Context: an optimization exercise on an open-source flow, tuned for small area, a short achievable clock period and few clock cycles. The choices shown serve that exercise and are no tape-out recipe.
RTL that was checked went through simulation tests only; none was proved equivalent to the original.
No functional check of the RTL was part of runs 5 and 6.
Power figures rest on the tool's default switching activity, not on a simulated workload.

$ cat design.v
`timescale 1ns/1ps
`default_nettype none
module dsp_seg #(
    parameter int L = 1,
    parameter int W = 1
) (
    input  logic         clk,
    input  logic         en,
    input  logic         sel,
    input  logic [W-1:0] din,
    output logic [W-1:0] dout,
    output logic [W-1:0] last
);
    logic [W-1:0] st [L];
    always_ff @(posedge clk) begin
        if (en) begin
            st[0] <= din;
            for (int k = 1; k < L; k++) st[k] <= st[k-1];
        end
    end
    assign last = st[L-1];
    assign dout = sel ? st[L-1] : din;
endmodule
module dither_spi_top (
    input  logic SPI_CLK,
    input  logic rst,
    input  logic SPI_CS,
    input  logic SPI_MOSI,
    output logic SPI_MISO,
    output logic frame_ready
);
    localparam logic [1:0] ST_W = 2'd0, ST_H = 2'd1, ST_PIX = 2'd2, ST_OUT = 2'd3;
    logic       cs_q, mosi_q;
    logic [1:0] stg;
    logic [2:0] bc;           
    logic [6:0] sr;           
    logic [3:0] wm1, hm1;     
    logic [3:0] col, row;     
    logic       p1, p2, p3, p4, p5, p6, rdy, adv_q, fr, mo, tiny, nq;
    logic       f_lc, f_fc, f_lr, f_r0, f_last;    
    logic [7:0] pre;          
    logic [7:0] v;            
    logic [6:0] t1;           
    logic [3:0] t2;           
    logic [7:0] s0;           
    logic       w1, w2;       
    logic       wr_pend, rd_pend, wr_now, rd_now, b1, b2, rbit;
    logic [7:0] wp, rp;       
    logic [1:0] fc;           
    logic       bit_take, byte_done, is_last, adv, start, bc7;
    logic [7:0] byte_in;
    assign bit_take  = !cs_q && (stg != ST_OUT);
    assign byte_done = bit_take && (bc == 3'd7);
    assign byte_in   = {sr, mosi_q};
    assign is_last   = f_last;
    assign bc7       = cs_q ? (bc == 3'd7) : (bc == 3'd6);
    assign adv       = fr && !SPI_CS && bc7;
    assign start     = ((stg == ST_PIX) && byte_done && is_last && !tiny) || (rdy && !wr_pend);
    always_ff @(posedge SPI_CLK) begin
        cs_q   <= SPI_CS;
        mosi_q <= SPI_MOSI;
        if (bit_take) sr <= byte_in[6:0];
    end
    always_ff @(posedge SPI_CLK or posedge rst) begin
        if (rst) begin
            stg   <= ST_W;
            bc    <= '0;
            p1    <= 1'b0;
            p2    <= 1'b0;
            p3    <= 1'b0;
            p4    <= 1'b0;
            p5    <= 1'b0;
            p6    <= 1'b0;
            rdy   <= 1'b0;
            adv_q <= 1'b0;
            fr    <= 1'b0;
        end else begin
            if (stg == ST_OUT && adv_q && !fr) bc <= '0;
            else if (stg != ST_OUT ? bit_take : (fr && !cs_q)) bc <= bc + 3'd1;
            p1    <= (stg == ST_PIX) && byte_done;
            p2    <= p1;
            p3    <= p2;
            p4    <= p3;
            p5    <= p4;
            p6    <= p5;
            if (p1 && stg == ST_OUT && tiny) rdy <= 1'b1;
            else if (!wr_pend) rdy <= 1'b0;
            adv_q <= adv;
            if (start) fr <= 1'b1;
            else if (adv && is_last) fr <= 1'b0;
            case (stg)
                ST_W:   if (byte_done) stg <= ST_H;
                ST_H:   if (byte_done) stg <= ST_PIX;
                ST_PIX: if (byte_done && is_last) stg <= ST_OUT;
                default: if (adv_q && !fr) stg <= ST_W;
            endcase
        end
    end
    always_ff @(posedge SPI_CLK) begin
        case (stg)
            ST_W: if (byte_done) wm1 <= byte_in[3:0] - 4'd1;
            ST_H: begin
                if (byte_done) hm1 <= byte_in[3:0] - 4'd1;
                w1 <= (wm1 == 4'd0);
                w2 <= (wm1 == 4'd1);
            end
            default: ;
        endcase
        tiny <= ((hm1 == 4'd0) && (wm1 <= 4'd3)) || ((wm1 == 4'd0) && (hm1 <= 4'd3)) ||
                 ((wm1 == 4'd1) && (hm1 == 4'd1));
        if (stg == ST_W || stg == ST_H || start) begin
            col <= '0;
            row <= '0;
        end else if ((p5 && stg == ST_PIX) || adv_q) begin
            if (col == wm1) begin
                col <= '0;
                row <= row + 4'd1;
            end else begin
                col <= col + 4'd1;
            end
        end
    end
    always_ff @(posedge SPI_CLK) begin
        f_lc   <= (col == wm1);
        f_fc   <= (col == 4'd0);
        f_lr   <= (row == hm1);
        f_r0   <= (row == 4'd0);
        f_last <= (col == wm1) && (row == hm1);
    end
    logic       n, ga, g3, g5, gf;
    logic [10:0] e7;
    logic [9:0]  e3;
    logic [10:0] e5;
    assign n  = v[7];
    assign ga = !f_lc;
    assign g5 = !f_lr;
    assign g3 = !f_lr && !f_fc;
    assign gf = !f_lr && !f_lc;
    assign e7 = {v, 3'b000} - {3'b000, v};
    assign e3 = {1'b0, v, 1'b0} + {2'b00, v};
    assign e5 = {1'b0, v, 2'b00} + {3'b000, v};
    logic [7:0]  lr [16];
    logic [3:0]  lwp, lrp;       
    logic        lw_pend, lr_pend, lw_now, lr_now, acc;
    logic [7:0]  lb, lrd;
    assign lw_now = lw_pend && (lwp[1:0] == 2'd0);
    assign lr_now = lr_pend && (lrp[1:0] == 2'd1);
    always_comb begin
        lrd = lr[0];
        for (int j = 1; j < 4; j++) if (lrp[3:2] == j[1:0]) lrd = lr[4*j];
    end
    always_ff @(posedge SPI_CLK) begin
        for (int q = 0; q < 4; q++) begin
            lr[4*q] <= (lw_now && lwp[3:2] == q[1:0]) ? s0 : lr[(4*q+15) % 16];
            for (int k = 1; k < 4; k++) lr[4*q+k] <= lr[4*q+k-1];
        end
    end
    assign lb  = w1 ? {1'b0, t1} : w2 ? s0 : lrd;
    assign acc = (w1 || w2) ? p6 : lr_now;
    always_ff @(posedge SPI_CLK) begin
        if (stg == ST_W || stg == ST_H) begin
            lrp     <= 4'd1;
            lwp     <= wm1;
            lw_pend <= 1'b0;
            lr_pend <= 1'b0;
        end else begin
            lwp <= lwp + (lw_now ? 4'd2 : 4'd1);
            lrp <= lrp + (lr_now ? 4'd2 : 4'd1);
            if (p3) lw_pend <= 1'b1;
            else if (lw_now) lw_pend <= 1'b0;
            if (p2) lr_pend <= 1'b1;
            else if (lr_now) lr_pend <= 1'b0;
        end
    end
    always_ff @(posedge SPI_CLK) begin
        if (stg == ST_W || stg == ST_H) begin
            pre <= '0;
            t2  <= '0;
        end else begin
            if (byte_done) v <= byte_in + pre;
            if (p1) begin
                v  <= v + {7'd0, n};    
                nq <= n;
            end
            if (p2) begin
                s0  <= g3 ? {2'b00, e3[9:4]} : 8'd0;
                pre <= ga ? {1'b0, e7[10:4]} : 8'd0;
            end
            if (p3) s0 <= s0 + {1'b0, t1};
            if (p4) t1 <= g5 ? e5[10:4] : 7'd0;
            if (p5) begin
                t1 <= t1 + {3'd0, t2};
                t2 <= gf ? v[7:4] : 4'd0;
            end
            if (acc && !(f_r0 && !f_lc)) pre <= pre + lb;
        end
    end
    logic [255:0] ring;
    logic [31:0]  wsel;
    assign wr_now = wr_pend && (wp[2:0] == 3'd0);
    assign rd_now = fr && rd_pend && (rp[2:0] == 3'd1);
    always_comb begin
        wsel = '0;
        wsel[wp[7:3]] = wr_now;
    end
    always_ff @(posedge SPI_CLK) begin
        for (int q = 0; q < 32; q++) begin
            ring[8*q] <= wsel[q] ? nq : ring[(8*q+255) % 256];
            for (int k = 1; k < 8; k++) ring[8*q+k] <= ring[8*q+k-1];
        end
    end
    always_comb begin
        rbit = 1'b0;
        for (int j = 0; j < 32; j++) if (rp[7:3] == j[4:0]) rbit = ring[8*j];
    end
    always_ff @(posedge SPI_CLK) begin
        if (stg == ST_W || stg == ST_H) begin
            wp      <= 8'd0;
            rp      <= 8'd2;
            wr_pend <= 1'b0;
            rd_pend <= 1'b0;
            fc      <= 2'd0;
        end else begin
            wp <= wp + (wr_now ? 8'd2 : 8'd1);
            if (p1) wr_pend <= 1'b1;
            else if (wr_now) wr_pend <= 1'b0;
            if (p1 && fc != 2'd3) fc <= fc + 2'd1;
            rp <= rp + (adv_q ? 8'd2 : 8'd1);
            if (adv_q) begin
                b1      <= rd_now ? rbit : b2;
                rd_pend <= 1'b1;
            end else if (rd_now) begin
                b2      <= rbit;
                rd_pend <= 1'b0;
            end else if (p1 && fc == 2'd1) begin
                b1 <= n;
            end else if (p1 && fc == 2'd2) begin
                b2 <= n;
            end
        end
        if (adv) mo <= b1;
        else if (p1 && fc == 2'd0 && stg != ST_W && stg != ST_H) mo <= n;
    end
    assign SPI_MISO    = mo;
    assign frame_ready = fr;
endmodule
`default_nettype wire
$ cat constraint.sdc
create_clock -name core_clock -period 10.0 [get_ports {SPI_CLK}]
set_input_delay 2.0000 -clock core_clock [delete_from_list [all_inputs] [get_ports {SPI_CLK}]]
set_output_delay 2.0000 -clock core_clock [all_outputs]
set_load 0.01 [all_outputs]
$ cat flow/run.sh
#!/bin/bash
bash standard.sh SETUP_SLACK_MARGIN=7 TNS_END_PERCENT=0 \
    BUFFER_PORTS_ARGS="-buffer_cell sky130_fd_sc_hd__buf_4" finish > standard.log 2>&1
$ cat config.mk
export PLATFORM = sky130hd
export DESIGN_NAME = dither_spi_top
export DESIGN_NICKNAME = dither_spi_top
export VERILOG_FILES = /design/flow/design.v
export SDC_FILE = /design/flow/constraint.sdc
export NUM_CORES = 4
export LEC_CHECK = 0
export ABC_AREA = 1
export CAP_MARGIN = 20
export CORE_MARGIN = 2
export CORE_UTILIZATION = 65
export CTS_BUF_LIST = sky130_fd_sc_hd__clkbuf_8
export CTS_CLUSTER_DIAMETER = 60
export CTS_CLUSTER_SIZE = 20
export SLEW_MARGIN = 20
export SYNTH_MEMORY_MAX_BITS = 4096
$ cat standard.sh
#!/bin/bash
# synth_recipe.tcl (not shown) runs the flow's synth.tcl, then flattens the netlist and writes it again
# the make line also repeats each setting of config.mk as NAME=value (left out here)
make -C /OpenROAD-flow-scripts/flow DESIGN_CONFIG=/design/flow/config.mk WORK_HOME=/design/flow/orfs CLKGATE_MAP_FILE= SYNTH_SCRIPT=/design/flow/synth_recipe.tcl "${@:-finish}"
==> key figures, run 1 <==
Synth
  • Commonest cells post-synth: dfxtp_1, nand2_1, inv_1
  • Post-synth EDFFs: 44
  • Avg Cell Area, Syn: 10.4 µm²
  • Synth warn: 2
  • Largest cells by area after synthesis: dfxtp_1, edfxtp_1, ha_1, nand2_1, inv_1
  • Most used standard cell by instance count after synthesis: dfxtp_1
  • Synth Net Count: 1627
  • Register area share after synthesis: 65.3%
  • Async S/R FF share, synth: 2.80%
  • Post-synth design cell area: 16100 µm²
  • Synthesized flop and latch total: 500
  • Synth Instances: 1541
  • Area share of the largest cell type after synthesis: 55.0%
  • Top FF cell, synth: dfxtp_1
  • Post-synth cell types: 52
  • Area leader, netlist: dfxtp_1

Setup path
  • Worst EP arrival: 3.66 ns
  • Critical path endpoint category: flop
  • Worst endpoint required time: 10.50 ns
  • Crit start category: flop
  • CP Class: reg2reg
  • Crit Path Max Fanout: 5
  • Worst R2R Path Depth: 23

Job
  • Max cap viols: 0

Clock network
  • Clk slew on worst S/H paths: 0.11 ns
  • Num CTS Buffers: 34
  • CTS sink cnt: 500
  • CTS tree: yes
  • Skew-Pair Late Insertion Delay: 0.56 ns
  • Post-CTS Hold Buffers: 0
  • Clk buf depth: 3
  • H-Tree Depth: 2
  • CTS Root Cell: clkbuf_8

Detailed routing
  • DR vias/cell: 5.33
  • WL per Instance: 16.2 µm
  • Pre-antenna DRT Iters: 7
  • Via count: 10172
  • Antenna Nets Post-Route: 0
  • DRT iter0 DRCs: 953
  • Final WL: 30900 µm
  • DRC: 0

Placement
  • Port bufs: 5
  • Pre-CTS setup slack: 6.82 ns
  • GP Congestion: 0.927
  • HPWL after DPL: 21800 µm

Finish
  • Area delta synth->final: 7.03%
  • Inserted Diodes: 0
  • Finished Core Util: 70.9%
  • Reg area: 10500 µm²
  • Filler cells: 1788
  • Area of the multi-input gates: 4890 µm²
  • Proportion of layout cells with a drive suffix above 1: 6.63%
  • Final Net Count: 1656

Floorplan
  • Cell Rows: 57
  • Overall die width: 161 µm
  • DIE AREA: 26000 µm²
  • Starting Density: 66.2%
  • Core outline area: 24300 µm²
  • I/O pin count: 6
  • Die Y: 161 µm

Timing
  • Fin. Hold Viols: 0
  • F_max: 316 MHz
  • Final Setup Violations: 0
  • Worst Tran Pin Value: 0.982 ns
  • Clock skew: 0.0320 ns
  • Final period util: 31.6%
  • Setup WS post-layout: 6.84 ns
  • Final worst path period need: 3.16 ns
  • Setup TNS: 0 ns
  • Max Slew Vio Count: 0
  • Worst slew margin: 34.4%
  • RSZ-0062 raised after global routing: yes

Global routing
  • Initial antenna violation count: 1
  • Vias in the first global route: 9539
  • Largest net degree at the start of global routing: 33
  • Global route overflow: 0
  • Total track usage: 24.1%
  • Global-route wire length before repair: 49500 µm

Pwr
  • Power Total: 3570 µW
  • Static Leak: 0.00714 µW
  • Pwr per Cell Area: 207 nW/µm²
  • Max rail drop VDD: 0.177 mV

Hold path
  • Hold Path Class: reg2reg
  • Worst hold stages: 0

Outcome
  • Status: timing/DRC/antenna clean
==> routing by layer <==
metal | routed length, µm | global-route usage (%) | vias to the layer above
li1 | - | - | 5138
met1 | 15800 | 38.5 | 4676
met2 | 12600 | 34.4 | 303
met3 | 1860 | 3.36 | 55
met4 | 655 | 6.05 | 0
met5 | 0 | 0 | -
==> final cells by class <==
cell class,count,area share [%]
timing repair buffer,18,0.850
clock buffer,34,2.72
sequential,500,61.1
tap,324,2.35
inverter,169,3.72
clock inverter,15,0.929
multi-input combinational,847,28.4
==> cells by family (layout without fill, tap and decap cells) <==
logic type	after synthesis	in the layout	synth area share, %
flops	500	500	65.3
simple gates	470	470	12.5
compound gates	270	270	9.51
buf+inv	194	236	4.56
fa+ha+maj	82	82	6.65
xor+xnor	25	25	1.41
==> cells in the final DEF, fill, tap and decap left out, types with 5 or more instances in the layout <==
| master | instances |
|---|---|
| a211oi_1 | 5 |
| a21oi_1 | 78 |
| a31oi_1 | 19 |
| a32o_1 | 5 |
| buf_4 | 15 |
| clkbuf_8 | 34 |
| dfrtp_1 | 14 |
| dfxtp_1 | 440 |
| edfxtp_1 | 44 |
| fa_1 | 6 |
| ha_1 | 75 |
| inv_1 | 162 |
| inv_2 | 5 |
| nand2_1 | 211 |
| nand3_1 | 52 |
| nand4_1 | 25 |
| nor2_1 | 127 |
| nor2_2 | 8 |
| nor3_1 | 20 |
| o21ai_0 | 117 |
| o22ai_1 | 8 |
| o31ai_1 | 8 |
| o32ai_1 | 6 |
| or2_2 | 6 |
| xnor2_1 | 5 |
| xor2_1 | 19 |
==> state kept, by name (all words and copies together), names as in the netlist, 7 cells and up <==
register  count
lr          128
pre           8
ring        256
rp            8
s0            8
sr            7
t1            7
v             8
wp            8
==> worst paths after layout <==
check	from	slack, ns	endpoint
max	lrp[3]	6.84	pre[7]
min	ring[185]	0.31	ring[186]
max reg2reg	lrp[3]	6.84	pre[7]
min reg2reg	ring[185]	0.31	ring[186]
max in group asynchronous	rst	8.12	adv_q
min in group asynchronous	rst	1.48	stg[0]
==> repair_timing <==
item / 4_1_cts / 5_1_grt
buffers inserted: 1 / 9
hold endpoints to repair: 0 / 0
cloned: 0 / 0
pin swaps: 0 / 13
gates resized for setup: 5 / 17
endpoints found under the setup margin: 4 / 9
==> critical path, cell delays in order, from the launching register on <==
cell and delay (ns):
dfxtp_2 0.37, clkinvlp_4 0.13, nor2_4 0.19, clkinvlp_4 0.16, buf_6 0.15, nand3_1 0.07, o211ai_1 0.09, a31oi_1 0.27
ha_2 0.25, a21oi_2 0.06, nor2_1 0.13, nor2_2 0.07, nor2_1 0.10, nor2_1 0.05, o21ai_1 0.17, inv_1 0.09
nor2_2 0.15, nor2_1 0.05, nor2_1 0.10, nor2_1 0.05, inv_1 0.07, or2_4 0.12, nand3_2 0.06, a21oi_2 0.15
==> power breakdown <==
group          switching [µW]  internal, µW  total (µW)
Clock                     617           364         981
Sequential               64.3          2090        2160
Combinational             277           151         428
==> per-stage QoR <==
stage,instances,hold WS [ns],cell area (µm²)
5_1_grt,1907,0.319,17200
6_report,1907,0.309,17200
3_5_place_dp,1848,0.312,16500
3_3_place_gp,1848,0.309,16500
2_1_floorplan,1541,0.310,16100
4_1_cts,1898,0.312,17100
Testbench counts, summed over its fixed seeds: cycles 219,664.
==> inputs of run 2 (changes only) <==
--- a/config.mk
+++ b/config.mk
@@ -5,7 +5,6 @@
 export SDC_FILE = /design/flow/constraint.sdc
 export NUM_CORES = 4
 export LEC_CHECK = 0
-export ABC_AREA = 1
 export CAP_MARGIN = 20
 export CORE_MARGIN = 2
 export CORE_UTILIZATION = 65
==> run 2 against run 1 <==
Against the previous run:
- count of clock-buffer cells in the layout is 1 higher
- clock skew fell by 0.0015 ns
- sequential power grew 4%
- die area increased by 1.6%
- synthesized area rose by 1.7%
- combinational power increased by 34%
- via count down 12%
- critical path depth is 22 lower
- first-iteration DRC count down 56%
- clock power fell by 2.8%
==> key figures, run 2 <==
Outcome
  • Status: timing/DRC/antenna clean

Global routing
  • Largest net degree at the start of global routing: 33 (unchanged)
  • Global-route wire length before repair: 46800 µm (-5.4%)
  • Vias in the first global route: 9035 (-5.3%)
  • Total track usage: 22.7% (-1.4 points)
  • Initial antenna violation count: 0 (-1)
  • Global route overflow: 0 (unchanged)

Setup path
  • Crit Path Max Fanout: 2 (-3)
  • Top delay family on crit path: flip-flops
  • Critical path endpoint category: primary output
  • Crit start category: flop
  • Worst endpoint required time: 8.00 ns (-2.50 ns)
  • Worst EP arrival: 1.09 ns (-2.57 ns)
  • Crit-path max cell delay: 0.43 ns (+0.06 ns)
  • Critical path, cell by cell: buf_6
  • WP buf/inv: 1 (-4)
  • Slowest cell on crit path: dfrtp_2
  • CP Class: reg2out
  • Worst R2R Path Depth: 11 (-52%)
  • Critical path depth: 1 (-96%)

Floorplan
  • Cell Rows: 58 (+1.8%)
  • I/O pin count: 6 (unchanged)
  • DIE AREA: 26500 µm² (+1.6%)
  • Overall die width: 163 µm (+0.81%)
  • Core outline area: 25000 µm² (+2.6%)
  • Starting Density: 65.6% (-0.64 points)
  • Die Y: 163 µm (+0.81%)

Hold path
  • Worst hold stages: 0 (unchanged)
  • Hold Path Class: reg2reg

Detailed routing
  • DR vias/cell: 5.35 (+0.21%)
  • DRC: 0 (unchanged)
  • DRT iter0 DRCs: 415 (-56%)
  • Via count: 8964 (-12%)
  • WL per Instance: 17.4 µm (+7.2%)
  • Final WL: 29100 µm (-5.7%)
  • Pre-antenna DRT Iters: 5 (-2)
  • Antenna Nets Post-Route: 0 (unchanged)

Synth
  • Post-synth design cell area: 16400 µm² (+1.7%)
  • Largest family of logic cells by synthesized area: simple AND/OR/NAND/NOR gates
  • Mux cell area share after synthesis: 6.96% (+7.0 points)
  • Area share of the largest cell type after synthesis: 54.1% (-0.90 points)
  • Post-Synth Simple-Gate Area: 8.98% (-3.5 points)
  • Commonest cells post-synth: dfxtp_1, nand2_1, ha_1
  • Most used standard cell by instance count after synthesis: dfxtp_1
  • Compound-Gate Fraction of Synth Area: 7.12% (-2.4 points)
  • Synth Net Count: 1407 (-14%)
  • Synth Instances: 1321 (-14%)
  • Register area share after synthesis: 64.3% (-1.1 points)
  • Synthesized flop and latch total: 500 (unchanged)
  • Synth Area in Adders: 6.54% (-0.11 points)
  • Area leader, netlist: dfxtp_1
  • Async S/R FF share, synth: 2.80% (unchanged)
  • Top FF cell, synth: dfxtp_1
  • Largest cells by area after synthesis: dfxtp_1, edfxtp_1, ha_1, mux2_2, nand2_1
  • Xor/xnor cell area share of the yosys netlist: 3.75% (+2.3 points)
  • Post-synth cell types: 80 (+54%)
  • Avg Cell Area, Syn: 12.4 µm² (+19%)
  • Synth warn: 2 (unchanged)
  • Post-synth EDFFs: 44 (unchanged)

Timing
  • RSZ-0062 raised after global routing: yes
  • Fin. Hold Viols: 0 (unchanged)
  • Final Setup Violations: 0 (unchanged)
  • Hold slack final: 0.306 ns (-0.00377 ns)
  • Final worst path period need: 3.09 ns (-0.0718 ns)
  • Clock skew: 0.0305 ns (-0.00148 ns)
  • Worst slew margin: 34.0% (-0.47 points)
  • Setup WS post-layout: 6.91 ns (+0.0718 ns)
  • Max Slew Vio Count: 0 (unchanged)
  • Worst Tran Pin Value: 0.990 ns (+0.00810 ns)
  • Setup TNS: 0 ns (unchanged)
  • Final period util: 30.9% (-0.72 points)
  • F_max: 324 MHz (+2.3%)

Clock network
  • Clk slew on worst S/H paths: 0.11 ns (about the same)
  • Num CTS Buffers: 34 (unchanged)
  • Clk buf depth: 3 (unchanged)
  • H-Tree Depth: 2 (unchanged)
  • CTS Root Cell: clkbuf_8
  • Skew-Pair Late Insertion Delay: 0.56 ns (about the same)
  • CTS sink cnt: 500 (unchanged)
  • CTS tree: yes

Finish
  • Final Net Count: 1421 (-14%)
  • Non-Filler Instances: 1677 (-12%)
  • Inserted Diodes: 0 (unchanged)
  • Proportion of layout cells with a drive suffix above 1: 11.7% (+5.1 points)
  • Max FFs per register: 256 (unchanged)
  • Most flops, register: ring
  • Commonest non-fill, non-tap cell in the layout: dfxtp_1
  • Area delta synth->final: 5.99%
  • Commonest cells after routing, fill and taps aside: dfxtp_1, nand2_1, ha_1
  • Top Registers: ring x256, lr x128

Pwr
  • Power Total: 3780 µW (+6.0%)
  • Static Leak: 0.00701 µW (-1.8%)
  • Pwr per Cell Area: 218 nW/µm² (+5.3%)
  • Max rail drop VDD: 0.187 mV (+5.6%)

Placement
  • GP Congestion: 0.840 (-9.4%)
  • Port bufs: 5 (unchanged)
  • HPWL after DPL: 20600 µm (-5.4%)
  • Dpl cells: 1624 (-12%)
  • Pre-CTS setup slack: 6.77 ns (-0.0417 ns)

Job
  • Max cap viols: 0 (unchanged)
[run 2: path summary, 6_finish.rpt]
check	from	endpoint	slack, ns
min in group asynchronous	rst	p6	1.51
setup reg to reg	lrp[3]	pre[6]	7.07
hold / removal	ring[45]	ring[46]	0.31
setup / recovery	fr	frame_ready	6.91
hold reg to reg	ring[45]	ring[46]	0.31
max in group asynchronous	rst	fr	8.02
[run 2: layout make-up]
class,count,area [µm²]
clock buffers,35,482
clock inverters,13,120
fillers,1837,7620
inverters,64,240
multi-input cells,722,5470
flip-flops and latches,500,10500
well taps,330,413
repair buffers,13,101
[run 2: worst register-to-register path, cell delays in order, from the launching register on]
cell and delay, ns:
dfxtp_1 0.59, mux4_2 0.36, mux2i_1 0.14, o21ai_0 0.11, ha_1 0.24, fa_1 0.40, a21o_1 0.17, a21oi_1 0.25
o21bai_1 0.11, a21oi_1 0.19, xor2_1 0.19, a211oi_2 0.08
[run 2: logic make-up (layout without fill, tap and decap cells)]
logic type      Yosys count  after routing
fa+ha+maj                82             82
compound gates          178            178
mux                      93             93
flops                   500            500
buf+inv                  99            125
xor+xnor                 70             70
simple gates            299            299
[run 2: where the power goes]
part / leakage (µW) / internal [µW] / switching (µW) / total, µW
combinational: 0.00255 / 247 / 326 / 573
sequential: 0.00415 / 2130 / 120 / 2250
clock: 0.000315 / 344 / 610 / 954
[run 2: metrics by stage]
step	cell area [µm²]	utilization (%)
finish	17300	69.5
global route	17300	69.5
CTS	17300	69.3
detailed placement	16700	66.9
global placement	16700	66.9
floorplan	16400	-
[run 2: layer usage]
metal,GRT usage [%],part of all wire [%]
met5,0,0
met4,8.81,3.6
met3,3.67,3.1
met2,39.2,48
met1,28.7,45
[run 2: what timing repair did]
| item | CTS | global route |
|---|---|---|
| resized for setup | 3 | 2 |
| buffers inserted | 1 | 4 |
| cloned | 0 | 0 |
| endpoints found under the setup margin | 5 | 6 |
| hold buffers | 0 | 0 |
==> inputs of run 3 (changes only) <==
==> flow/run.sh (replaced) <==
#!/bin/bash
bash standard.sh SETUP_SLACK_MARGIN=7 TNS_END_PERCENT=0 \
    BUFFER_PORTS_ARGS="-buffer_cell sky130_fd_sc_hd__buf_4" \
    CTS_ARGS="-sink_clustering_enable -repair_clock_nets -buf_list sky130_fd_sc_hd__clkbuf_8 -sink_clustering_size 20 -sink_clustering_max_diameter 60 -root_buf sky130_fd_sc_hd__clkbuf_16" \
    finish > standard.log 2>&1
==> run 3 against run 2 <==
Against the previous run:
- core utilization grew 0.23 points
- die area is the same
- synthesized cell count is the same
- final cell count is the same
- synthesized area is the same
- register-to-register slack gained 0.03 ns
- via count grew 0.26%
- total power grew 1.4%
- non-clock buffer count is the same
- still clean on timing, DRC and antenna
- clock skew shrank 0.0089 ns
- critical path type unchanged
==> key figures, run 3 <==
Setup path
  • CP Class: reg2out
  • WP buf/inv: 1 (unchanged)
  • Top delay family on crit path: flip-flops
  • Worst EP arrival: 1.05 ns (-0.04 ns)
  • Crit start category: flop
  • Critical path, cell by cell: buf_6
  • Reg2reg setup slack: 7.10 ns (+0.03 ns)
  • Crit Path Max Fanout: 2 (unchanged)
  • Slowest cell on crit path: dfrtp_2
  • Critical path endpoint category: primary output
  • Crit-path max cell delay: 0.43 ns (about the same)
  • Worst endpoint required time: 8.00 ns (about the same)

Detailed routing
  • Pre-antenna DRT Iters: 5 (unchanged)
  • Final WL: 29200 µm (+0.35%)
  • DRT iter0 DRCs: 431 (+3.9%)
  • Antenna Nets Post-Route: 0 (unchanged)
  • DR vias/cell: 5.36 (+0.26%)
  • WL per Instance: 17.4 µm (+0.35%)
  • DRC: 0 (unchanged)
  • Via count: 8987 (+0.26%)

Synth
  • Area share of the largest cell type after synthesis: 54.1% (unchanged)
  • Register area share after synthesis: 64.3% (unchanged)
  • Synth warn: 2 (unchanged)
  • Synth Net Count: 1407 (unchanged)
  • Synth Instances: 1321 (unchanged)
  • Commonest cells post-synth: dfxtp_1, nand2_1, ha_1
  • Post-synth EDFFs: 44 (unchanged)
  • Post-synth cell types: 80 (unchanged)
  • Synthesized flop and latch total: 500 (unchanged)
  • Post-synth design cell area: 16400 µm² (unchanged)
  • Top FF cell, synth: dfxtp_1
  • Area leader, netlist: dfxtp_1
  • Async S/R FF share, synth: 2.80% (unchanged)
  • Largest cells by area after synthesis: dfxtp_1, edfxtp_1, ha_1, mux2_2, nand2_1
  • Most used standard cell by instance count after synthesis: dfxtp_1
  • Avg Cell Area, Syn: 12.4 µm² (unchanged)

Timing
  • Fin. Hold Viols: 0 (unchanged)
  • Setup TNS: 0 ns (unchanged)
  • Final period util: 30.5% (-0.38 points)
  • Worst slew margin: 32.9% (-1.1 points)
  • Final worst path period need: 3.05 ns (-0.0381 ns)
  • Worst Tran Pin Value: 1.01 ns (+0.0166 ns)
  • F_max: 328 MHz (+1.2%)
  • RSZ-0062 raised after global routing: yes
  • Final Setup Violations: 0 (unchanged)
  • Setup WS post-layout: 6.95 ns (+0.0381 ns)
  • Max Slew Vio Count: 0 (unchanged)
  • Clock skew: 0.0216 ns (-0.00888 ns)

Global routing
  • Global route overflow: 0 (unchanged)
  • Vias in the first global route: 9043 (+0.089%)
  • Global-route wire length before repair: 46900 µm (+0.27%)
  • Initial antenna violation count: 0 (unchanged)
  • Total track usage: 22.8% (+0.086 points)
  • Largest net degree at the start of global routing: 33 (unchanged)

Finish
  • Final instance area: 17400 µm² (+0.33%)
  • Proportion of layout cells with a drive suffix above 1: 11.8% (+0.074 points)
  • Inserted Diodes: 0 (unchanged)
  • Final Net Count: 1421 (unchanged)
  • Most flops, register: ring
  • Commonest cells after routing, fill and taps aside: dfxtp_1, nand2_1, ha_1
  • Commonest non-fill, non-tap cell in the layout: dfxtp_1
  • Area delta synth->final: 6.34%
  • Non-Filler Instances: 1677 (unchanged)
  • Max FFs per register: 256 (unchanged)
  • Top Registers: ring x256, lr x128

Placement
  • Pre-CTS setup slack: 6.77 ns (unchanged)
  • Port bufs: 5 (unchanged)
  • HPWL after DPL: 20600 µm (unchanged)
  • GP Congestion: 0.840 (unchanged)
  • Placed cell area: 16700 µm² (unchanged)
  • Dpl cells: 1624 (unchanged)

Pwr
  • Max rail drop VDD: 0.188 mV (+0.21%)
  • Static Leak: 0.00704 µW (+0.37%)
  • Power Total: 3840 µW (+1.4%)
  • Pwr per Cell Area: 220 nW/µm² (+1.1%)

Floorplan
  • DIE AREA: 26500 µm² (unchanged)
  • Core outline area: 25000 µm² (unchanged)
  • Overall die width: 163 µm (unchanged)
  • I/O pin count: 6 (unchanged)
  • Starting Density: 65.6% (unchanged)
  • Cell Rows: 58 (unchanged)
  • Die Y: 163 µm (unchanged)

Clock network
  • Post-CTS Hold Buffers: 0 (unchanged)
  • Skew-Pair Late Insertion Delay: 0.52 ns (-0.04 ns)
  • Clk slew on worst S/H paths: 0.11 ns (about the same)
  • H-Tree Depth: 2 (unchanged)
  • CTS tree: yes
  • Num CTS Buffers: 34 (unchanged)
  • CTS sink cnt: 500 (unchanged)
  • Clk buf depth: 3 (unchanged)
  • CTS Root Cell: clkbuf_16

Outcome
  • Status: timing/DRC/antenna clean

Job
  • Max cap viols: 0 (unchanged)

Hold path
  • Hold Path Class: reg2reg
-- run 3: cell counts after synthesis --
Identical to the previous run, type by type.
-- run 3: stage by stage --
stage	util [%]	hold WS [ns]
2_1_floorplan	-	0.310
3_3_place_gp	66.9	0.309
3_5_place_dp	66.9	0.312
4_1_cts	69.6	0.316
5_1_grt	69.7	0.324
6_report	69.7	0.316
-- run 3: area by class of cell --
| type | instances | area [µm²] |
|---|---|---|
| inverters | 64 | 240 |
| multi-input cells | 722 | 5470 |
| flip-flops and latches | 500 | 10500 |
| repair buffers | 13 | 101 |
| fillers | 1823 | 7560 |
| clock inverters | 13 | 120 |
| clock buffers | 35 | 538 |
| well taps | 330 | 413 |
-- run 3: worst paths after layout --
| path | from | endpoint | cells after the start |
|---|---|---|---|
| max | fr | frame_ready | 1 |
| min | ring[45] | ring[46] | 0 |
| max reg2reg | lrp[2] | pre[6] | 11 |
| min reg2reg | ring[45] | ring[46] | 0 |
| max in group asynchronous | rst | fr | 2 |
| min in group asynchronous | rst | p6 | 2 |
-- run 3: power breakdown --
| group | total [µW] | leakage (µW) | switching [µW] | internal, µW |
|---|---|---|---|---|
| Combinational | 573 | 0.00255 | 326 | 246 |
| Sequential | 2250 | 0.00415 | 120 | 2140 |
| Clock | 1010 | 0.000340 | 619 | 389 |
-- run 3: routing by layer --
layer	GRT usage, %	vias to the layer above	part of all wire (%)
met5	0	-	0
met4	9.13	0	3.8
met3	3.41	72	2.9
met2	39.4	126	48
met1	28.9	4254	45
li1	-	4535	-
-- run 3: timing repair --
item,4_1_cts,5_1_grt
cloned,0,0
setup endpoints to repair,5,6
endpoints found under the hold margin,0,0
buffers inserted,1,4
gates resized for setup,3,3
pin swaps,0,0
-- run 3: logic make-up (layout without fill, tap and decap cells) --
group	Yosys count	count (layout)	share of synthesized area, %
and+or+nand+nor	299	299	8.98
xor gates and xnor gates	70	70	3.75
AOI/OAI and AO/OA	178	178	7.12
adders and majority gates	82	82	6.54
muxes	93	93	6.96
buffers and inverters	99	125	2.38
DFF	500	500	64.3
==> inputs of run 4 (changes only) <==
--- a/config.mk
+++ b/config.mk
@@ -7,9 +7,10 @@
 export LEC_CHECK = 0
 export CAP_MARGIN = 20
 export CORE_MARGIN = 2
-export CORE_UTILIZATION = 65
+export CORE_UTILIZATION = 78
 export CTS_BUF_LIST = sky130_fd_sc_hd__clkbuf_8
 export CTS_CLUSTER_DIAMETER = 60
 export CTS_CLUSTER_SIZE = 20
+export PLACE_DENSITY = 0.82
 export SLEW_MARGIN = 20
 export SYNTH_MEMORY_MAX_BITS = 4096
==> run 4 against run 3 <==
Against the previous run:
- count of clock-buffer cells in the layout decreased by 4
- still clean on timing, DRC and antenna
- clock power decreased by 5%
- register-to-register slack got worse by 0.04 ns
- synthesized area unchanged
- sequential share of layout area increased by 0.66 points
- total power decreased by 1.0%
- critical endpoint unchanged
- synthesized cell count unchanged
- critical path depth unchanged
- global-route usage increased by 6.8 points
- first-iteration DRC count increased by 27%
- clock skew increased by 0.0043 ns
- maximum frequency decreased by 2.3%
==> key figures, run 4 <==
Clock network
  • Skew-Pair Late Insertion Delay: 0.54 ns (+0.02 ns)
  • Num CTS Buffers: 31 (-8.8%)
  • H-Tree Depth: 1 (-1)
  • Clk slew on worst S/H paths: 0.12 ns (about the same)
  • Post-CTS Hold Buffers: 0 (unchanged)
  • Clk buf depth: 3 (unchanged)
  • CTS sink cnt: 500 (unchanged)
  • CTS tree: yes
  • CTS Root Cell: clkbuf_16

Detailed routing
  • DRT iter0 DRCs: 549 (+27%)
  • DR vias/cell: 5.85 (+9.1%)
  • DRC: 0 (unchanged)
  • Met2 wire len: 15700 µm (+12%)
  • Highest routed layer: met4
  • Via count: 9394 (+4.5%)
  • Final WL: 31700 µm (+8.7%)
  • DRT met1 WL: 13400 µm (+1.4%)
  • WL per Instance: 19.8 µm (+14%)
  • Pre-antenna DRT Iters: 5 (unchanged)
  • Antenna Nets Post-Route: 0 (unchanged)
  • Met3 wire length: 1420 µm (+66%)

Setup path
  • CP Class: reg2out
  • Slowest cell on crit path: dfrtp_2
  • Critical path depth: 1 (unchanged)
  • WP buf/inv: 1 (unchanged)
  • FF-to-FF End: pre[7]
  • Worst endpoint required time: 8.00 ns (about the same)
  • Critical R2R Launch: lrp[2]
  • Critical Path Start: fr
  • Reg2reg setup slack: 7.06 ns (-0.04 ns)
  • Worst R2R Path Depth: 10 (-1)
  • Crit Path Max Fanout: 2 (unchanged)
  • Critical path, cell by cell: buf_6
  • Top delay family on crit path: flip-flops
  • Crit start category: flop
  • Critical path endpoint category: primary output
  • Worst EP arrival: 1.12 ns (+0.07 ns)
  • Crit-path max cell delay: 0.45 ns (+0.02 ns)

Finish
  • Inserted Diodes: 0 (unchanged)
  • Area delta synth->final: 5.18%
  • Commonest cells after routing, fill and taps aside: dfxtp_1, nand2_1, ha_1
  • Non-Filler Instances: 1606 (-4.2%)
  • Proportion of layout cells with a drive suffix above 1: 10.9% (-0.95 points)
  • Commonest non-fill, non-tap cell in the layout: dfxtp_1
  • Final Net Count: 1413 (-0.56%)
  • Most flops, register: ring
  • Max FFs per register: 256 (unchanged)
  • Finished Core Util: 84.3% (+15 points)
  • Top Registers: ring x256, lr x128

Global routing
  • Global-route wire length before repair: 50800 µm (+8.2%)
  • Global route overflow: 0 (unchanged)
  • Vias in the first global route: 9533 (+5.4%)
  • Largest net degree at the start of global routing: 33 (unchanged)
  • Total track usage: 29.6% (+6.8 points)
  • Initial antenna violation count: 0 (unchanged)

Synth
  • Synth Net Count: 1407 (unchanged)
  • Avg Cell Area, Syn: 12.4 µm² (unchanged)
  • Top FF cell, synth: dfxtp_1
  • Area leader, netlist: dfxtp_1
  • Post-synth EDFFs: 44 (unchanged)
  • Post-synth design cell area: 16400 µm² (unchanged)
  • Area share of the largest cell type after synthesis: 54.1% (unchanged)
  • Register area share after synthesis: 64.3% (unchanged)
  • Async S/R FF share, synth: 2.80% (unchanged)
  • Most used standard cell by instance count after synthesis: dfxtp_1
  • Commonest cells post-synth: dfxtp_1, nand2_1, ha_1
  • Largest cells by area after synthesis: dfxtp_1, edfxtp_1, ha_1, mux2_2, nand2_1
  • Synthesized flop and latch total: 500 (unchanged)
  • Synth Instances: 1321 (unchanged)
  • Synth warn: 2 (unchanged)
  • Post-synth cell types: 80 (unchanged)

Floorplan
  • I/O pin count: 6 (unchanged)
  • DIE AREA: 22200 µm² (-16%)
  • Cell Rows: 52 (-10%)
  • Die Y: 149 µm (-8.5%)
  • Overall die width: 149 µm (-8.5%)
  • Core outline area: 20400 µm² (-18%)
  • Starting Density: 80.1% (+15 points)

Timing
  • Worst Tran Pin Value: 1.08 ns (+0.0684 ns)
  • Fin. Hold Viols: 0 (unchanged)
  • Final period util: 31.2% (+0.72 points)
  • Hold slack final: 0.322 ns (+0.00609 ns)
  • F_max: 320 MHz (-2.3%)
  • Clock skew: 0.0259 ns (+0.00426 ns)
  • Worst slew margin: 28.2% (-4.7 points)
  • Max Slew Vio Count: 0 (unchanged)
  • Setup TNS: 0 ns (unchanged)
  • RSZ-0062 raised after global routing: yes
  • Final worst path period need: 3.12 ns (+0.0716 ns)
  • Final Setup Violations: 0 (unchanged)

Placement
  • Port bufs: 5 (unchanged)
  • HPWL after DPL: 21700 µm (+5.4%)
  • GP Congestion: 0.937 (+11%)
  • Dpl cells: 1562 (-3.8%)

Hold path
  • Hold Path Class: reg2reg
  • Min-Delay Endpoint: ring[190]
  • Hold Crit Start: ring[189]
  • Worst hold stages: 0 (unchanged)

Pwr
  • Pwr per Cell Area: 221 nW/µm² (about the same)
  • Static Leak: 0.00698 µW (-0.86%)
  • Max rail drop VDD: 0.220 mV (+17%)

Outcome
  • Status: timing/DRC/antenna clean

Job
  • Max cap viols: 0 (unchanged)
[run 4: cell types whose count changed in the layout (fill, tap and decap cells not counted), moves of 2 or more]
cell / before / now
inv_1: 63 / 65
inv_6: 3 / 1
clkbuf_8: 30 / 28
inv_8: 2 / 4
clkbuf_16: 5 / 3
clkinv_4: 2 / 0
clkinv_8: 2 / 0
buf_4: 12 / 6
[run 4: where the power goes]
group	switching, µW	total, µW	internal [µW]
registers	129	2260	2140
clock network	605	962	357
logic	330	572	241
total	1060	3800	2730
[run 4: worst max path at each step]
stage | slack (ns) | endpoint
CTS | 6.86 | frame_ready
global placement | 6.81 | pre[7]
global route | 6.85 | frame_ready
finish | 6.88 | frame_ready
floorplan | 7.25 | pre[6]
detailed placement | 6.73 | pre[6]
[run 4: cells by family (layout without fill, tap and decap cells)]
| logic type | Yosys count | after routing | share of synthesized area (%) |
|---|---|---|---|
| AO/OA/AOI/OAI | 178 | 178 | 7.12 |
| XOR/XNOR | 70 | 70 | 3.75 |
| adder cells (fa/ha/maj) | 82 | 82 | 6.54 |
| buffers and inverters | 99 | 114 | 2.38 |
| flip-flops | 500 | 500 | 64.3 |
| multiplexers | 93 | 93 | 6.96 |
| AND/OR/NAND/NOR | 299 | 299 | 8.98 |
[run 4: metrics by stage]
| step | cell area [µm²] | total power, µW | worst slack [ns] |
|---|---|---|---|
| floorplan | 16400 | 2710 | 7.25 |
| global placement | 16600 | 2830 | 6.81 |
| detailed placement | 16600 | 2870 | 6.73 |
| CTS | 17200 | 3800 | 6.86 |
| global route | 17200 | 3960 | 6.85 |
| finish | 17200 | 3800 | 6.88 |
[run 4: layer usage]
layer	GRT usage [%]	vias up
met5	0	-
met4	11.3	0
met3	3.33	91
met2	51.9	286
met1	38.1	4492
li1	-	4525
[run 4: cell type report]
type,count,area (µm²)
Clock buffer,31,460
Clock inverter,11,119
Fill cell,1047,3210
Inverter,64,240
Multi-Input combinational cell,722,5460
Sequential cell,500,10500
Tap cell,270,338
Timing Repair Buffer,8,71.3
[run 4: what timing repair did]
| item | CTS | global route |
|---|---|---|
| resized for setup | 3 | 2 |
| cloned | 0 | 0 |
| setup buffers | 1 | 0 |
| setup endpoints to repair | 5 | 7 |
==> inputs of run 5 (changes only) <==
--- a/design.v
+++ b/design.v
@@ -37,6 +37,7 @@
     logic [3:0] wm1, hm1;     
     logic [3:0] col, row;     
     logic       p1, p2, p3, p4, p5, p6, rdy, adv_q, fr, mo, tiny, nq;
+    logic       fr_o, mo_o, fr_n, mo_n;    
     logic       f_lc, f_fc, f_lr, f_r0, f_last;    
     logic [7:0] pre;          
     logic [7:0] v;            
@@ -86,8 +87,7 @@
             if (p1 && stg == ST_OUT && tiny) rdy <= 1'b1;
             else if (!wr_pend) rdy <= 1'b0;
             adv_q <= adv;
-            if (start) fr <= 1'b1;
-            else if (adv && is_last) fr <= 1'b0;
+            fr    <= fr_n;
             case (stg)
                 ST_W:   if (byte_done) stg <= ST_H;
                 ST_H:   if (byte_done) stg <= ST_PIX;
@@ -238,10 +238,13 @@
                 b2 <= n;
             end
         end
-        if (adv) mo <= b1;
-        else if (p1 && fc == 2'd0 && stg != ST_W && stg != ST_H) mo <= n;
-    end
-    assign SPI_MISO    = mo;
-    assign frame_ready = fr;
+        mo   <= mo_n;
+        mo_o <= (stg == ST_W || stg == ST_H) ? 1'b0 : mo_n;
+        fr_o <= fr_n && !rst;
+    end
+    assign fr_n = start ? 1'b1 : (adv && is_last) ? 1'b0 : fr;
+    assign mo_n = adv ? b1 : (p1 && fc == 2'd0 && stg != ST_W && stg != ST_H) ? n : mo;
+    assign SPI_MISO    = mo_o;
+    assign frame_ready = fr_o;
 endmodule
 `default_nettype wire
==> flow/run.sh (replaced) <==
#!/bin/bash
bash standard.sh SETUP_SLACK_MARGIN=7 TNS_END_PERCENT=0 \
    BUFFER_PORTS_ARGS="-buffer_cell sky130_fd_sc_hd__buf_4" finish > standard.log 2>&1
--- a/config.mk
+++ b/config.mk
@@ -7,10 +7,9 @@
 export LEC_CHECK = 0
 export CAP_MARGIN = 20
 export CORE_MARGIN = 2
-export CORE_UTILIZATION = 78
+export CORE_UTILIZATION = 65
 export CTS_BUF_LIST = sky130_fd_sc_hd__clkbuf_8
 export CTS_CLUSTER_DIAMETER = 60
 export CTS_CLUSTER_SIZE = 20
-export PLACE_DENSITY = 0.82
 export SLEW_MARGIN = 20
 export SYNTH_MEMORY_MAX_BITS = 4096
==> run 5 against run 4 <==
Against the previous run:
- critical path type unchanged
- count of clock-buffer cells in the layout grew 2
- maximum frequency grew 1.7%
- die area grew 21%
- critical endpoint unchanged
- design area grew 1.8%
- non-clock buffer count grew 3
- register-to-register slack gained 0.02 ns
- critical path depth is the same
- synthesized cell count grew 2.4%
- sequential cell count grew 2
- final cell count grew 5.8%
==> key figures, run 5 <==
Outcome
  • Status: timing/DRC/antenna clean

Hold path
  • Hold Crit Start: ring[138]
  • Min-Delay Endpoint: ring[139]
  • Worst hold stages: 0 (unchanged)
  • Hold Path Class: reg2reg

Finish
  • Finished Core Util: 69.8% (-14 points)
  • Commonest cells after routing, fill and taps aside: dfxtp_1, nand2_1, ha_1
  • Final instance area: 17500 µm² (+1.8%)
  • Final Net Count: 1446 (+2.3%)
  • Proportion of layout cells with a drive suffix above 1: 10.9% (+0.031 points)
  • Most flops, register: ring
  • Top Registers: ring x256, lr x128
  • Max FFs per register: 256 (unchanged)
  • Area delta synth->final: 5.47%
  • Inserted Diodes: 0 (unchanged)
  • Commonest non-fill, non-tap cell in the layout: dfxtp_1

Timing
  • Final period util: 30.7% (-0.54 points)
  • Fin. Hold Viols: 0 (unchanged)
  • RSZ-0062 raised after global routing: yes
  • F_max: 326 MHz (+1.7%)
  • Clock skew: 0.0310 ns (+0.00514 ns)
  • Hold slack final: 0.334 ns (+0.0116 ns)
  • Max Slew Vio Count: 0 (unchanged)
  • Worst Tran Pin Value: 1.02 ns (-0.0554 ns)
  • Final worst path period need: 3.07 ns (-0.0535 ns)
  • Setup TNS: 0 ns (unchanged)
  • Final Setup Violations: 0 (unchanged)
  • Worst slew margin: 31.5% (+3.3 points)

Setup path
  • Worst R2R Path Depth: 11 (+1)
  • Reg2reg setup slack: 7.08 ns (+0.02 ns)
  • Crit Path Max Fanout: 1 (-1)
  • Crit start category: flop
  • Worst EP arrival: 1.07 ns (-0.05 ns)
  • Crit-path max cell delay: 0.34 ns (-0.11 ns)
  • FF-to-FF End: pre[6]
  • Critical path endpoint category: primary output
  • WP buf/inv: 1 (unchanged)
  • Critical R2R Launch: lrp[2]
  • Worst endpoint required time: 8.00 ns (about the same)
  • Slowest cell on crit path: dfxtp_2
  • Top delay family on crit path: flip-flops
  • Critical path, cell by cell: buf_6
  • CP Class: reg2out

Pwr
  • Pwr per Cell Area: 204 nW/µm² (-7.6%)
  • Max rail drop VDD: 0.170 mV (-22%)
  • Static Leak: 0.00705 µW (+1.0%)
  • Power Total: 3570 µW (-5.9%)

Floorplan
  • DIE AREA: 26900 µm² (+21%)
  • Die Y: 164 µm (+10%)
  • Core outline area: 25100 µm² (+23%)
  • Overall die width: 164 µm (+10%)
  • Cell Rows: 58 (+12%)
  • I/O pin count: 6 (unchanged)
  • Starting Density: 66.2% (-14 points)

Global routing
  • Total track usage: 22.7% (-6.8 points)
  • Grt met2 use: 39.0% (-13 points)
  • Initial antenna violation count: 0 (unchanged)
  • M3 GR Usage: 2.85% (-0.48 points)
  • Grt peak-use layer: met2
  • Global route overflow: 0 (unchanged)
  • Global-route wire length before repair: 48100 µm (-5.4%)
  • Largest net degree at the start of global routing: 40 (+21%)
  • Vias in the first global route: 9252 (-2.9%)
  • GR Util met1: 30.0% (-8.0 points)

Placement
  • Placed cell area: 16900 µm² (+1.9%)
  • HPWL after DPL: 20600 µm (-5.4%)
  • Port bufs: 5 (unchanged)
  • GP Congestion: 0.821 (-12%)

Synth
  • Synth Instances: 1353 (+2.4%)
  • Commonest cells post-synth: dfxtp_1, nand2_1, ha_1
  • Area leader, netlist: dfxtp_1
  • Largest cells by area after synthesis: dfxtp_1, edfxtp_1, ha_1, mux2_2, nand2_1
  • Async S/R FF share, synth: 2.79% (-0.011 points)
  • Avg Cell Area, Syn: 12.3 µm² (-0.89%)
  • Most used standard cell by instance count after synthesis: dfxtp_1
  • Post-synth design cell area: 16600 µm² (+1.5%)
  • Post-synth EDFFs: 43 (-2.3%)
  • Post-synth cell types: 85 (+6.3%)
  • Register area share after synthesis: 63.5% (-0.78 points)
  • Synthesized flop and latch total: 502 (+0.40%)
  • Top FF cell, synth: dfxtp_1
  • Area share of the largest cell type after synthesis: 53.6% (-0.44 points)
  • Synth warn: 2 (unchanged)
  • Synth Net Count: 1439 (+2.3%)

Clock network
  • CTS tree: yes
  • CTS sink cnt: 502 (+0.40%)
  • H-Tree Depth: 1 (unchanged)
  • Clk slew on worst S/H paths: 0.11 ns (about the same)
  • Clk buf depth: 3 (unchanged)
  • Skew-Pair Late Insertion Delay: 0.63 ns (+0.09 ns)
  • Num CTS Buffers: 31 (unchanged)
  • Post-CTS Hold Buffers: 0 (unchanged)
  • CTS Root Cell: clkbuf_8

Detailed routing
  • DR vias/cell: 5.39 (-7.8%)
  • Final WL: 29400 µm (-7.3%)
  • Pre-antenna DRT Iters: 5 (unchanged)
  • Antenna Nets Post-Route: 0 (unchanged)
  • DRC: 0 (unchanged)
  • Via count: 9166 (-2.4%)
  • DRT iter0 DRCs: 570 (+3.8%)
  • WL per Instance: 17.3 µm (-12%)

Job
  • Max cap viols: 0 (unchanged)
run 5: worst max path at each step:
stage	from	endpoint	slack, ns	cells past startpoint
floorplan	lrp[2]	pre[7]	7.26	11
global placement	lrp[2]	pre[7]	6.77	10
detailed placement	lrp[2]	pre[6]	6.72	11
CTS	fr_o	frame_ready	6.87	1
global route	fr_o	frame_ready	6.86	1
finish	fr_o	frame_ready	6.93	1
run 5: per-layer routing:
layer  vias up  wire, µm
met5         -         0
met4         0      1030
met3        58       785
met2       111     14200
met1      4371     13400
li1       4626         -
run 5: power by group:
| group | switching, µW | leakage, µW | total, µW | internal, µW |
|---|---|---|---|---|
| Sequential | 78.8 | 0.00417 | 2190 | 2110 |
| Combinational | 267 | 0.00259 | 448 | 182 |
| Clock | 599 | 0.000296 | 937 | 338 |
| Total | 944 | 0.00705 | 3570 | 2630 |
run 5: kinds of logic after synthesis:
logic type	after synthesis	synth area share (%)
flip-flops	502	63.5
AND/OR/NAND/NOR	320	9.56
AO/OA/AOI/OAI	188	7.30
buffers and inverters	98	2.42
multiplexers	90	6.94
adder cells (fa/ha/maj)	82	6.45
XOR/XNOR	73	3.85
run 5: layout make-up:
class | count | area (µm²)
Fill cell | 1870 | 7580
Timing Repair Buffer | 11 | 93.8
Clock inverter | 9 | 108
Inverter | 61 | 230
Sequential cell | 502 | 10600
Tap cell | 330 | 413
Clock buffer | 33 | 454
Multi-Input combinational cell | 753 | 5670
run 5: what timing repair did:
action	in CTS	in global routing
buffers inserted	0	3
resized for setup	3	2
endpoints found under the setup margin	5	5
gates cloned	0	0
run 5: metrics by stage:
step           std cells  setup slack, ns
3_3_place_gp        1653             6.77
2_1_floorplan       1353             7.26
3_5_place_dp        1653             6.72
4_1_cts             1695             6.87
5_1_grt             1699             6.86
6_report            1699             6.93
run 5: worst reg2reg max path, cell delays in order (launching register included):
cell     delay (ns)
dfxtp_4        0.42
mux4_1         0.58
mux2i_1        0.14
o21ai_0        0.10
ha_1           0.23
fa_1           0.41
a21o_1         0.18
a21oi_1        0.21
o21ai_0        0.15
xor2_1         0.15
o21ai_0        0.15
a21oi_1        0.05
==> inputs of run 6 (changes only) <==
--- a/config.mk
+++ b/config.mk
@@ -8,8 +8,8 @@
 export CAP_MARGIN = 20
 export CORE_MARGIN = 2
 export CORE_UTILIZATION = 65
-export CTS_BUF_LIST = sky130_fd_sc_hd__clkbuf_8
-export CTS_CLUSTER_DIAMETER = 60
-export CTS_CLUSTER_SIZE = 20
+export CTS_BUF_LIST = sky130_fd_sc_hd__clkbuf_16
+export CTS_CLUSTER_DIAMETER = 100
+export CTS_CLUSTER_SIZE = 24
 export SLEW_MARGIN = 20
 export SYNTH_MEMORY_MAX_BITS = 4096
==> run 6 against run 5 <==
Against the previous run:
- combinational power rose by 3%
- critical path depth did not move
- sequential cell count did not move
- clock skew fell by 0.0099 ns
- via count rose by 1.5%
- largest cell class unchanged
- die area did not move
- first-iteration DRC count rose by 13%
- highest routed layer unchanged
==> key figures, run 6 <==
Placement
  • HPWL after DPL: 20600 µm (unchanged)
  • Dpl cells: 1653 (unchanged)
  • Placed cell area: 16900 µm² (unchanged)
  • GP Congestion: 0.821 (unchanged)
  • Port bufs: 5 (unchanged)

Setup path
  • Top delay family on crit path: flip-flops
  • WP buf/inv: 1 (unchanged)
  • Slowest cell on crit path: dfxtp_2
  • Crit Path Max Fanout: 1 (unchanged)
  • Worst endpoint required time: 8.00 ns (about the same)
  • Crit-path max cell delay: 0.33 ns (about the same)
  • Critical Path Start: fr_o
  • Critical R2R Launch: lrp[2]
  • Crit start category: flop
  • Critical path, cell by cell: buf_6
  • Critical path endpoint category: primary output
  • CP Class: reg2out
  • Worst EP arrival: 0.99 ns (-0.08 ns)

Timing
  • Worst Tran Pin Value: 1.01 ns (-0.0135 ns)
  • Final period util: 29.9% (-0.78 points)
  • Fin. Hold Viols: 0 (unchanged)
  • Max Slew Vio Count: 0 (unchanged)
  • Setup TNS: 0 ns (unchanged)
  • F_max: 334 MHz (+2.6%)
  • Final Setup Violations: 0 (unchanged)
  • RSZ-0062 raised after global routing: yes
  • Worst slew margin: 32.5% (+0.91 points)
  • Clock skew: 0.0212 ns (-0.00985 ns)
  • Final worst path period need: 2.99 ns (-0.0781 ns)

Clock network
  • Num CTS Buffers: 24 (-23%)
  • Skew-Pair Late Insertion Delay: 0.55 ns (-0.08 ns)
  • CTS sink cnt: 502 (unchanged)
  • CTS Root Cell: clkbuf_16
  • CTS tree: yes
  • Clk slew on worst S/H paths: 0.09 ns (-0.02 ns)
  • Post-CTS Hold Buffers: 0 (unchanged)
  • Clk buf depth: 3 (unchanged)
  • H-Tree Depth: 1 (unchanged)

Synth
  • Post-synth cell types: 85 (unchanged)
  • Post-synth design cell area: 16600 µm² (unchanged)
  • Async S/R FF share, synth: 2.79% (unchanged)
  • Largest cells by area after synthesis: dfxtp_1, edfxtp_1, ha_1, mux2_2, nand2_1
  • Area leader, netlist: dfxtp_1
  • Area share of the largest cell type after synthesis: 53.6% (unchanged)
  • Synth Net Count: 1439 (unchanged)
  • Avg Cell Area, Syn: 12.3 µm² (unchanged)
  • Synth warn: 2 (unchanged)
  • Commonest cells post-synth: dfxtp_1, nand2_1, ha_1
  • Most used standard cell by instance count after synthesis: dfxtp_1
  • Synthesized flop and latch total: 502 (unchanged)
  • Register area share after synthesis: 63.5% (unchanged)
  • Top FF cell, synth: dfxtp_1
  • Synth Instances: 1353 (unchanged)
  • Post-synth EDFFs: 43 (unchanged)

Pwr
  • Int Power: 2730 µW (+4.0%)
  • NetSw: 935 µW (-0.95%)
  • Gate power share: 12.5% (about the same)
  • Power Total: 3670 µW (+2.7%)
  • Power share of the clock group: 27.8% (+1.6 points)
  • Pwr per Cell Area: 208 nW/µm² (+1.9%)
  • Seq pwr share: 59.6% (-1.6 points)
  • Static Leak: 0.00711 µW (+0.87%)
  • Switch share: 25.5% (-0.93 points)
  • Max rail drop VDD: 0.243 mV (+43%)

Finish
  • Proportion of layout cells with a drive suffix above 1: 10.8% (-0.11 points)
  • Final instance area: 17700 µm² (+0.73%)
  • Most flops, register: ring
  • Non-Filler Instances: 1694 (-0.29%)
  • Finished Core Util: 70.3% (+0.51 points)
  • Commonest non-fill, non-tap cell in the layout: dfxtp_1
  • Final Net Count: 1445 (-0.069%)
  • Commonest cells after routing, fill and taps aside: dfxtp_1, nand2_1, ha_1
  • Area delta synth->final: 6.24%
  • Top Registers: ring x256, lr x128
  • Filler cells: 1845 (-1.3%)
  • Max FFs per register: 256 (unchanged)
  • Inserted Diodes: 0 (unchanged)

Floorplan
  • Die Y: 164 µm (unchanged)
  • Cell Rows: 58 (unchanged)
  • Starting Density: 66.2% (unchanged)
  • Core outline area: 25100 µm² (unchanged)
  • I/O pin count: 6 (unchanged)
  • Overall die width: 164 µm (unchanged)
  • DIE AREA: 26900 µm² (unchanged)

Detailed routing
  • DRT iter0 DRCs: 645 (+13%)
  • Antenna Nets Post-Route: 0 (unchanged)
  • DRC: 0 (unchanged)
  • WL per Instance: 17.7 µm (+2.2%)
  • Via count: 9300 (+1.5%)
  • DR vias/cell: 5.49 (+1.8%)
  • Final WL: 30000 µm (+1.9%)
  • Pre-antenna DRT Iters: 7 (+2)

Global routing
  • Global-route wire length before repair: 48400 µm (+0.72%)
  • Vias in the first global route: 9323 (+0.77%)
  • Global route overflow: 0 (unchanged)
  • Total track usage: 22.9% (+0.18 points)
  • Initial antenna violation count: 0 (unchanged)
  • Largest net degree at the start of global routing: 40 (unchanged)

Job
  • Max cap viols: 0 (unchanged)

Outcome
  • Status: timing/DRC/antenna clean

Hold path
  • Hold Crit Start: lr[5][0]
  • Hold Path Class: reg2reg
run 6: layout make-up:
class / count / area [µm²] / share of cell area (%)
Sequential cell: 502 / 10600 / 59.8
Multi-Input combinational cell: 753 / 5680 / 32.2
Clock buffer: 24 / 601 / 3.40
Tap cell: 330 / 413 / 2.34
Inverter: 61 / 230 / 1.30
Timing Repair Buffer: 17 / 136 / 0.773
Clock inverter: 7 / 38.8 / 0.220
run 6: kinds of logic (layout without fill, tap and decap cells):
kind of cell             Yosys count  after routing  synth area share, %
flip-flops                       502            502                 63.5
multiplexers                      90             90                 6.94
XOR/XNOR                          73             73                 3.85
AND/OR/NAND/NOR                  320            320                 9.56
AO/OA/AOI/OAI                    188            188                 7.30
adder cells (fa/ha/maj)           82             82                 6.45
buffers and inverters             98            109                 2.42
run 6: path summary, 6_finish.rpt:
path                                to  slack [ns]  depth (start not counted)
setup reg to reg                pre[7]        7.08                         13
hold reg to reg               lr[6][0]        0.32                          0
max in group asynchronous       stg[1]        8.11                          2
hold / removal                lr[6][0]        0.32                          0
setup / recovery           frame_ready        7.01                          1
min in group asynchronous        adv_q        1.51                          2
run 6: power groups by stage:
stage,Combinational [µW],Clock [µW],Sequential [µW]
final,460,1020,2190
after global routing,525,1120,2200
after detailed placement,443,0,2240
after floorplan,364,0,2190
after global placement,433,0,2230
after CTS,445,1050,2190
run 6: per-stage QoR:
| step | worst slack [ns] | hold slack [ns] |
|---|---|---|
| 2_1_floorplan | 7.26 | 0.310 |
| 3_3_place_gp | 6.77 | 0.310 |
| 3_5_place_dp | 6.72 | 0.312 |
| 4_1_cts | 6.98 | 0.319 |
| 5_1_grt | 6.96 | 0.322 |
| 6_report | 7.01 | 0.319 |
run 6: metal layers:
layer  track usage [%]  vias up  wire, µm  share of wire, %
li1                  -     4627         -                 -
met1              30.4     4468     13600                45
met2              39.5      144     14500                48
met3              2.53       61       787               2.6
met4              7.70        0      1020               3.4
met5                 0        -         0                 0
run 6: what timing repair did:
item / in CTS / in global routing
pin swaps: 0 / 3
setup buffers: 0 / 9
resized for setup: 5 / 7
endpoints found under the setup margin: 5 / 4

==> static timing again, ports no longer ideal <==
Ports are ideal in the flow. The routed layouts listed here were re-timed in OpenROAD.
Step 1 assumes that a clkbuf_16 drives the clock port and a buf_2 every other input.
Step 2, shift: input delay + t, output delay - t, t = (earliest + latest rising clock arrival at the registers) / 2. This alone moves slack from input paths to output paths.
a / b / c = no drivers / after step 1 / after step 2; a / b = the first two.
| run | t (ns) | setup WS [ns] | hold WS [ns] | worst setup path after step 2 | clock arrival spread, ns |
|---|---|---|---|---|---|
| run 1 | 0.587 | 6.839 / 6.839 / 6.839 | 0.309 / 0.309 / 0.309 | register to register | 0.033 / 0.033 |
| run 2 | 0.585 | 6.911 / 6.867 / 7.067 | 0.306 / 0.306 / 0.306 | register to register | 0.037 / 0.036 |
| run 3 | 0.551 | 6.949 / 6.900 / 7.101 | 0.316 / 0.316 / 0.316 | register to register | 0.026 / 0.027 |
| run 4 | 0.582 | 6.877 / 6.828 / 7.056 | 0.322 / 0.322 / 0.322 | register to register | 0.030 / 0.030 |
| run 5 | 0.661 | 6.931 / 6.886 / 7.053 | 0.334 / 0.334 / 0.334 | input to register | 0.031 / 0.031 |
| run 6 | 0.585 | 7.009 / 6.961 / 7.055 | 0.319 / 0.319 / 0.319 | input to register | 0.025 / 0.025 |
After both steps setup and hold are still met in every run listed.
